This design comes from an exercise in tuning for small area and a short achievable clock period on the open sky130 flow, not from production work. In this exercise RTL edits were held to simulation tests only and were not proved equivalent to the original. Power figures rest on the tool's default switching activity, not on a simulated workload.

## build 88
## result_serializer
module result_serializer #(
  parameter int DATA_W = 40,
  parameter int ADDR_W = 6,
  parameter int SLACK  = 4
) (
  input  logic                 clk,
  input  logic                 rst,
  input  logic                 fifo_wr_en,
  input  logic [DATA_W-1:0]    dut_dout,
  output logic                 fifo_full,
  output logic [7:0]           byte_dout,
  output logic                 byte_valid,
  input  logic                 byte_ready,
  output logic [15:0]          word_count,
  output logic                 overflow
);
  localparam int              DEPTH      = 1 << ADDR_W;
  localparam logic [ADDR_W:0] FULL_THR_C = (ADDR_W+1)'(DEPTH - SLACK);
  localparam int              NB_L       = DATA_W / 8;
  logic [7:0]        wr_hi_r;
  logic [7:0]        wr_lo_r;
  logic [DEPTH-1:0]  rd_sel_n_r;
  logic [ADDR_W:0]   count_r;
  logic              fifo_full_r;
  logic              overflow_r;
  logic              load_r;
  logic              valid_r;
  logic [NB_L-1:0]   cur_r;         
  logic [7:0]        byte_dout_r;
  logic [DATA_W-1:0] rd_lo_r;       
  logic [DATA_W-1:0] rd_hi_r;
  logic [DATA_W-1:0] word_r;        
  logic [15:0]       word_count_r;
  logic [DATA_W-1:0] rd_lo_s;
  logic [DATA_W-1:0] rd_hi_s;
  logic [DATA_W-1:0] rd_data_s;
  logic              at_cap_s;
  logic              nonempty_s;
  logic              wr_ok_s;
  logic              accept_s;
  logic              last_s;
  logic              inc_s;
  logic              dec_s;
  logic [ADDR_W:0]   count_up_s;
  logic [ADDR_W:0]   count_dn_s;
  logic              full_up_s;
  logic              full_dn_s;
  logic              full_eq_s;
  logic [NB_L-1:0]   cur_next_s;
  logic [7:0]        byte_next_s;
  ...
Size in the first run: roughly 5800 cells after synthesis, about 71 I/O pins, about 98000 um^2 of cells after synthesis.
export LEC_CHECK = 0
export CAP_MARGIN = 5
export CORE_MARGIN = 2
export CORE_UTILIZATION = 70
export CTS_CLUSTER_DIAMETER = 80
export CTS_CLUSTER_SIZE = 28
export SETUP_SLACK_MARGIN = 2.0
export SLEW_MARGIN = 5
export TNS_END_PERCENT = 20
create_clock -name core_clock -period 4.0 [get_ports {clk}]
run.sh (not shown) runs the stock make flow with config.mk's settings and CLKGATE_MAP_FILE= SYNTH_SCRIPT=/design/flow/synth_recipe.tcl, a recipe that flattens the netlist after the stock synthesis.
What build 9 does differently from build 88 at the input level:
--- a/flow/config.mk
+++ b/flow/config.mk
@@ -10,6 +10,6 @@
 export CORE_UTILIZATION = 70
 export CTS_CLUSTER_DIAMETER = 80
-export CTS_CLUSTER_SIZE = 28
+export CTS_CLUSTER_SIZE = 20
 export SETUP_SLACK_MARGIN = 2.0
 export SLEW_MARGIN = 5
-export TNS_END_PERCENT = 20
+export TNS_END_PERCENT = 5
Findings:
Cmp build 9 vs build 88: clock skew lower in build 9
Final-layout fill cell count, build 88 and build 9: smaller value in build 88
On global-route usage: between build 88 and build 9, it ends up higher for build 88.
Final-layout non-clock buffer area share: build 9 < build 88
Wire length after detailed routing, build 88 and build 9: higher on build 88
Wire length of the first global-routing pass, build 9 vs build 88: down slightly
When build 9 is measured against build 88, its clock network area share turns out 0.79 points higher.
Input-level comparison between build 37 and build 9:
--- a/flow/config.mk
+++ b/flow/config.mk
@@ -8,5 +8,5 @@
 export CAP_MARGIN = 5
 export CORE_MARGIN = 2
-export CORE_UTILIZATION = 70
+export CORE_UTILIZATION = 60
 export CTS_CLUSTER_DIAMETER = 80
 export CTS_CLUSTER_SIZE = 20
Notes after the runs:
- Comparing the two runs side by side, build 37 comes out behind build 9 on total power consumption of the routed design.
- Build 37: done, clean on timing, DRC and antenna
- Worst vdd rail ir drop went up by more than a quarter going from build 9 to build 37.
- Build 9 -> build 37: aggregate negative setup slack delta 0, exact match
- Compared with build 9, build 37 shows layout cell share with drive strength beyond 1 higher by 0.48 points.
- Going from build 9 to build 37, routed wire length grew by a few percent.
Input-level comparison between build 48 and build 37:
--- a/flow/config.mk
+++ b/flow/config.mk
@@ -6,10 +6,10 @@
 export NUM_CORES = 4
 export LEC_CHECK = 0
-export CAP_MARGIN = 5
+export CAP_MARGIN = 20
 export CORE_MARGIN = 2
 export CORE_UTILIZATION = 60
 export CTS_CLUSTER_DIAMETER = 80
 export CTS_CLUSTER_SIZE = 20
-export SETUP_SLACK_MARGIN = 2.0
-export SLEW_MARGIN = 5
+export SETUP_SLACK_MARGIN = 1.8
+export SLEW_MARGIN = 20
 export TNS_END_PERCENT = 5
[summary]
Re number of cells produced by synthesis: no difference whatsoever between build 48 and build 37. In build 48 relative to build 37, via count had gone down slightly. Build 48 vs build 37 — logic depth of the worst setup path including buffers rose 4. From build 37 to build 48 the numbers moved as follows: maximum operating frequency fell about 0.6%, final critical path time including I/O delays and setup climbed 0.014 ns, number of antenna violations at the first check in global routing now smaller, delay of the slowest critical-path stage down 0.37 ns. Against build 37 as the reference, build 48 delivers a higher data required time of the critical path. For build 48, the capture point of the worst path was rd_lo_r[18], unlike build 37, where it was u_fifo.mem_r[60][2].
Relative to build 48, the following input files were edited for build 45:
--- a/flow/config.mk
+++ b/flow/config.mk
@@ -6,10 +6,10 @@
 export NUM_CORES = 4
 export LEC_CHECK = 0
-export CAP_MARGIN = 20
+export CAP_MARGIN = 5
 export CORE_MARGIN = 2
 export CORE_UTILIZATION = 60
 export CTS_CLUSTER_DIAMETER = 80
-export CTS_CLUSTER_SIZE = 20
-export SETUP_SLACK_MARGIN = 1.8
-export SLEW_MARGIN = 20
+export CTS_CLUSTER_SIZE = 28
+export SETUP_SLACK_MARGIN = 2.0
+export SLEW_MARGIN = 5
 export TNS_END_PERCENT = 5
### Flow results
- Area added between synthesis and finish, build 45 and build 48, lower one = build 48.
- | aggregate global-route resource usage | build 48 vs build 45 | ≈ equal |
- As far as static leakage is concerned, build 48 and build 45 perform about the same.
- Build 45 and build 48 ended up with nearly the same number of nets in the final layout.
- Sequential power of build 48 is on par with build 45.
- Total power after layout: build 45 and build 48 compared, higher one is build 48
- Setup slack in build 45 is 0.065 ns higher than in build 48

## afterwards: timing with drivers on the ports
The flow's constraints put no driver on any port. The routed layouts listed below were extracted and timed again, unchanged, in two steps. Step 1: set_driving_cell puts a clkbuf_16 on clk and a buf_2 on each other input, an assumption about the parent block. Step 2 adds t to the input delays and takes it off the output delays; t is the mean of the earliest and latest rising clock arrival at the registers after step 1. Input paths then give back, and output paths get back, about the clock's delay inside the block. a / b / c = ideal / step 1 / step 2; a / b = the first two.
run	t, ns	setup slack, ns	worst setup path at the end	worst data-port slew with drivers (ns)
build 88	0.871	1.486 / 1.486 / 0.966	input to register	0.23
build 9	0.901	1.747 / 1.728 / 1.046	input to register	0.14
build 37	0.915	1.678 / 1.668 / 0.998	input to register	0.03
build 48	0.917	1.664 / 1.653 / 1.002	input to register	0.06
build 45	0.893	1.729 / 1.692 / 1.005	input to register	0.04
After both steps setup and hold are still met in every run listed. The setup slack of build 45, which loses most, moves by -0.037 ns with the drivers and by -0.724 ns with both steps.
